This is an optimization exercise on Yosys and OpenROAD, whose aim is small area and a short achievable clock period, not a production implementation.
Where RTL was checked, it was by simulation tests only, not by an equivalence proof against the original.
The flow treats the clock pin as an ideal source, which a real chip does not have.
No activity file was given, so power comes from the tool's default toggle rates.

Setup of epsilon:
## fpga_host
module fpga_host #(
  parameter int MMIO_ELS       = 16,
  parameter int NBF_MAX_WRITES = 4
) (
  input  wire                                   clk,
  input  wire                                   reset,
  input  wire                                   psel_i,
  input  wire                                   penable_i,
  input  wire                                   pwrite_i,
  input  wire [fpga_host_pkg::CSR_ADDR_W-1:0]   paddr_i,
  input  wire fpga_host_pkg::word_t             pwdata_i,
  output fpga_host_pkg::word_t                  prdata_o,
  output logic                                  pready_o,
  output logic                                  pslverr_o,
  output logic                                  wr_valid_o,
  input  wire                                   wr_ready_i,
  output logic [fpga_host_pkg::NBF_ADDR_W-1:0]  wr_addr_o,
  output logic [fpga_host_pkg::NBF_DATA_W-1:0]  wr_data_o,
  output logic [1:0]                            wr_size_o,
  input  wire                                   wr_done_i,
  output logic                                  bp_in_valid_o,
  input  wire                                   bp_in_ready_i,
  output fpga_host_pkg::word_t                  bp_in_data_o,
  input  wire                                   bp_out_valid_i,
  output logic                                  bp_out_ready_o,
  input  wire fpga_host_pkg::word_t             bp_out_data_i
);
For scale: roughly 3600 flip-flops, roughly 280 I/O pins, about 130000 sq um of cells after synthesis.
==> flow/config.mk <==
export PLATFORM = sky130hd
export DESIGN_NAME = fpga_host
export DESIGN_NICKNAME = fpga_host
export VERILOG_FILES = /design/flow/design.v
export SDC_FILE = /design/flow/constraint.sdc
export NUM_CORES = 4
export LEC_CHECK = 0
export ABC_CLOCK_PERIOD_IN_PS = 2100
export CAP_MARGIN = 20
export CORE_MARGIN = 2
export CORE_UTILIZATION = 65
export CTS_CLUSTER_DIAMETER = 80
export CTS_CLUSTER_SIZE = 24
export SETUP_SLACK_MARGIN = 2.05
export SLEW_MARGIN = 20
==> flow/constraint.sdc <==
create_clock -name core_clock -period 4.2 [get_ports {clk}]
set_input_delay 0.8400 -clock core_clock [delete_from_list [all_inputs] [get_ports {clk}]]
set_output_delay 0.8400 -clock core_clock [all_outputs]
set_load 0.01 [all_outputs]
standard.sh (not shown) runs the stock make flow with config.mk's settings and CLKGATE_MAP_FILE= SYNTH_SCRIPT=/design/flow/synth_recipe.tcl, a recipe that flattens the netlist after the stock synthesis.
==> flow/flow/run.sh <==
#!/bin/bash
# The standard layout (the standard.sh, with the standard synthesis unchanged) with:
# - port buffers of a plain buffer cell (buf_4) instead of the one buffer_ports picks;
# - the resizer free to pick any cell size, not only same-footprint ones;
# - before detailed placement, each output port's buffer next to its pin and the register
#   feeding it right behind the buffer (flow/pull_out_regs.tcl);
# - after clock tree synthesis, the clock root buffer split into four, each driving one
#   quadrant of the tree, then legalization and another timing repair (flow/post_cts.tcl).
set -euo pipefail
F="$PWD/flow"
export PRE_DETAIL_PLACE_TCL="$F/pull_out_regs.tcl"
export POST_CTS_TCL="$F/post_cts.tcl"
bash standard.sh MATCH_CELL_FOOTPRINT=0 "BUFFER_PORTS_ARGS=-buffer_cell sky130_fd_sc_hd__buf_4" \
  PRE_DETAIL_PLACE_TCL="$F/pull_out_regs.tcl" POST_CTS_TCL="$F/post_cts.tcl" finish > standard_flow.log 2>&1
Other scripts of this flow, unchanged in this note and not shown: flow/flow/post_cts.tcl, flow/flow/pull_out_regs.tcl, flow/flow/split_root.tcl
#### Input delta (gamma over epsilon)
--- a/flow/design.v
+++ b/flow/design.v
@@ -188,20 +188,19 @@
     end else begin
       case ({launch, retire})
         2'b10:   cred_q <= cred_q + 1'b1;
         2'b01:   cred_q <= cred_q - 1'b1;
         default: ;
       endcase
     end
   end
   logic [31:0] hmem [15];
-  logic [3:0]  hwr_q;
-  logic [14:0] hwe_q;      
+  logic [14:0] hwr_oh_q;   
   logic [14:0] hrd_oh_q;   
   logic [15:0] hth_q;      
   logic [15:0] hth_n;
   logic        hfull_q, hfull_n;
   logic        h_push, h_pop, h_up, h_dn, h_one, h_from_in, h_from_ring, h_ring_push;
   logic [31:0] hring_head;
   assign hfull_q     = hth_q[15];
   assign h_push      = access & pwrite_i & hit_h2b & ~hfull_q;
   assign h_pop       = bp_in_ready_i & bp_in_valid_o;
@@ -213,42 +212,37 @@
   assign h_ring_push = h_push & ~h_from_in;
   assign hth_n       = reset ? '0 : h_up ? {hth_q[14:0], 1'b1} : h_dn ? {1'b0, hth_q[15:1]} : hth_q;
   assign hfull_n     = hth_n[15];
   always_comb begin
     hring_head = '0;
     for (int i = 0; i < 15; i++) hring_head = hring_head | (hmem[i] & {CSR_DATA_W{hrd_oh_q[i]}});
   end
   always_ff @(posedge clk) begin
     for (int i = 0; i < 15; i++) begin
-      if (hwe_q[i]) hmem[i] <= pwdata_i;
+      if (hwr_oh_q[i] && !hfull_q) hmem[i] <= pwdata_i;
     end
     if (h_from_in || h_from_ring) begin
       bp_in_data_o <= (!bp_in_valid_o || h_one) ? pwdata_i : hring_head;
     end
   end
   always_ff @(posedge clk) begin
     hth_q         <= hth_n;
     bp_in_valid_o <= hth_n[0];
     if (reset) begin
-      hwr_q         <= '0;
-      hwe_q         <= 15'd1;
+      hwr_oh_q      <= 15'd1;
       hrd_oh_q      <= 15'd1;
     end else begin
-      if (h_ring_push) hwr_q <= (hwr_q == 4'd14) ? 4'd0 : hwr_q + 1'b1;
-      for (int i = 0; i < 15; i++) begin
-        hwe_q[i] <= (h_ring_push ? (hwr_q == 4'((i + 14) % 15)) : (hwr_q == 4'(i))) & ~hfull_n;
-      end
+      if (h_ring_push) hwr_oh_q <= {hwr_oh_q[13:0], hwr_oh_q[14]};
       if (h_from_ring) hrd_oh_q <= {hrd_oh_q[13:0], hrd_oh_q[14]};
     end
   end
   logic [31:0] bmem [16];
-  logic [3:0]  bwr_q;
-  logic [15:0] bwe_q;      
+  logic [15:0] bwr_oh_q;   
   logic [15:0] brd_oh_q;   
   logic [15:0] bth_q;      
   logic [15:0] bth_n;
   logic [4:0]  bcnt;
   logic        bne_q;
   logic        b_push, b_pop, b_up, b_dn;
   logic [31:0] bhead;
   assign bne_q  = bth_q[0];
   assign b_push = bp_out_valid_i & bp_out_ready_o;
@@ -258,37 +252,33 @@
   assign bth_n  = reset ? '0 : b_up ? {bth_q[14:0], 1'b1} : b_dn ? {1'b0, bth_q[15:1]} : bth_q;
   always_comb begin
     bcnt = '0;
     for (int k = 0; k < 16; k++) begin
       if (bth_q[k]) bcnt = 5'(k + 1);
     end
   end
   always_ff @(posedge clk) begin
     for (int i = 0; i < 16; i++) begin
-      if (bwe_q[i]) bmem[i] <= bp_out_data_i;
+      if (bwr_oh_q[i] && bp_out_ready_o) bmem[i] <= bp_out_data_i;
     end
   end
   always_comb begin
     bhead = '0;
     for (int i = 0; i < 16; i++) bhead = bhead | (bmem[i] & {CSR_DATA_W{brd_oh_q[i]}});
   end
   always_ff @(posedge clk) begin
     bth_q          <= bth_n;
     bp_out_ready_o <= ~bth_n[15];
     if (reset) begin
-      bwr_q          <= '0;
-      bwe_q          <= 16'd1;
+      bwr_oh_q       <= 16'd1;
       brd_oh_q       <= 16'd1;
     end else begin
-      if (b_push) bwr_q <= bwr_q + 1'b1;
-      for (int i = 0; i < 16; i++) begin
-        bwe_q[i] <= (b_push ? (bwr_q == 4'((i + 15) % 16)) : (bwr_q == 4'(i))) & ~bth_n[15];
-      end
+      if (b_push) bwr_oh_q <= {bwr_oh_q[14:0], bwr_oh_q[15]};
       if (b_pop)  brd_oh_q <= {brd_oh_q[14:0], brd_oh_q[15]};
     end
   end
   always_ff @(posedge clk) begin
     pready_o  <= ~(pwrite_i & ((hit_nbf & dfull_n) | (hit_h2b & hfull_n)));
     pslverr_o <= ~(hit_nbf | hit_h2b | hit_cnt | hit_b2h) | (pwrite_i & (hit_cnt | hit_b2h));
     if (pwrite_i) begin
       prdata_o <= '0;
     end else if (hit_cnt) begin
Results
- gamma finished every stage and its layout cleared the timing, DRC and antenna checks.
- Going from epsilon to gamma, leakage power figure rose by 0.38 nW; longest individual stage delay on the worst path fell by 0.07 ns; via count of the first global-routing pass fell by about 0.5%.
- Measured against each other, gamma and epsilon differ in routed wire length, the higher figure coming from gamma.
- The fraction of area in multi-input gates of epsilon and that of gamma are within noise of each other.
- On first-iteration DRC count, gamma and epsilon are basically level.
Function was not checked in any run of this note: the RTL went through the layout flow alone.

---

fpga_host, a different RTL version from the one above (not shown whole).
Size: about 3600 flip-flops, about 280 I/O pins.
export LEC_CHECK = 0
export ABC_CLOCK_PERIOD_IN_PS = 2100
export CAP_MARGIN = 20
export CORE_MARGIN = 2
export CORE_UTILIZATION = 65
export CTS_CLUSTER_DIAMETER = 80
export CTS_CLUSTER_SIZE = 24
export SETUP_SLACK_MARGIN = 2.05
export SLEW_MARGIN = 20
create_clock -name core_clock -period 4.2 [get_ports {clk}]
Scripts as last shown in full above: flow/flow/run.sh
Other scripts of this flow, unchanged in this note and not shown: flow/flow/post_cts.tcl, flow/flow/pull_out_regs.tcl, flow/flow/split_root.tcl
Change:
--- a/flow/design.v
+++ b/flow/design.v
@@ -83,14 +83,15 @@
       if (flit_fire) dsel_q <= {dsel_q[3:0], dsel_q[4]};
     end
   end
   always_ff @(posedge clk) begin
     for (int k = 0; k < 4; k++) begin
       if (!dfull_q && dsel_q[k]) dw_q[k] <= pwdata_i;
     end
+    if (flit_fire && dsel_q[4] && pwdata_i[7:0] == OP_WRITE32) dw_q[1] <= dw_q[0];
     if (!dfull_q && dsel_q[4]) begin
       dcls_q[1] <= (pwdata_i[7:0] == OP_WRITE32) | (pwdata_i[7:0] == OP_WRITE64);
       dcls_q[0] <= (pwdata_i[7:0] == OP_WRITE64) | (pwdata_i[7:0] == OP_FENCE);
     end
   end
   logic [PKT_W-1:0] qmem [16];
   logic [15:0]      qwr_oh_q;   
@@ -158,15 +159,15 @@
       wr_valid_o <= 1'b0;
     end
   end
   always_ff @(posedge clk) begin
     if (!wr_valid_o) begin
       wr_addr_o          <= qhead[4*CSR_DATA_W-1:2*CSR_DATA_W];
       wr_data_o[31:0]    <= qhead[CSR_DATA_W-1:0];
-      wr_data_o[63:32]   <= h_x ? qhead[2*CSR_DATA_W-1:CSR_DATA_W] : qhead[CSR_DATA_W-1:0];
+      wr_data_o[63:32]   <= qhead[2*CSR_DATA_W-1:CSR_DATA_W];
       w64_q              <= h_x;
     end
   end
   assign wr_size_o = {1'b1, w64_q};
   always_ff @(posedge clk) begin
     if (reset) begin
       cred_q <= '0;
After rerunning: The changed run produced a clean layout. Worst setup slack loses 0.51 ns. Power fell by 0.85%. Combinational power fell by about 10%. Synthesized cell count stays flat. Via count rose by 0.31%. Die area hardly moves. Wire length stays flat. First-iteration DRC count fell by 5.7%. Critical path depth rose by 5. Final area rose by 0.52%. Hold slack loses 0.028 ns.
No functional check of the RTL was part of the second run of this note.

-- afterwards: timing with drivers on the ports --
The results above use ideal ports. As a check the final layouts listed here were re-extracted and re-timed, cells and wires unchanged. Step 1 assumes that a clkbuf_16 drives the clock port and a buf_2 every other input. Step 2, shift: input delay + t, output delay - t, t = (earliest + latest rising clock arrival at the registers) / 2. This alone moves slack from input paths to output paths. Three values: no drivers, after step 1, after step 2; two values: the first two.
run	t (ns)	setup slack, ns	worst slew at a driven data input, ns	cell pins on the clock port's net
epsilon	0.789	1.973 / 1.952 / 1.342	0.16	4
gamma	0.786	1.957 / 1.957 / 1.388	0.14	4
the first run of note 2	0.784	2.037 / 1.992 / 1.442	0.13	4
the second run of note 2	0.802	1.530 / 1.610 / 0.808	0.19	4
After both steps setup and hold are still met in every run listed. The setup slack of the second run of note 2, which loses most, moves by +0.080 ns with the drivers and by -0.722 ns with both steps.
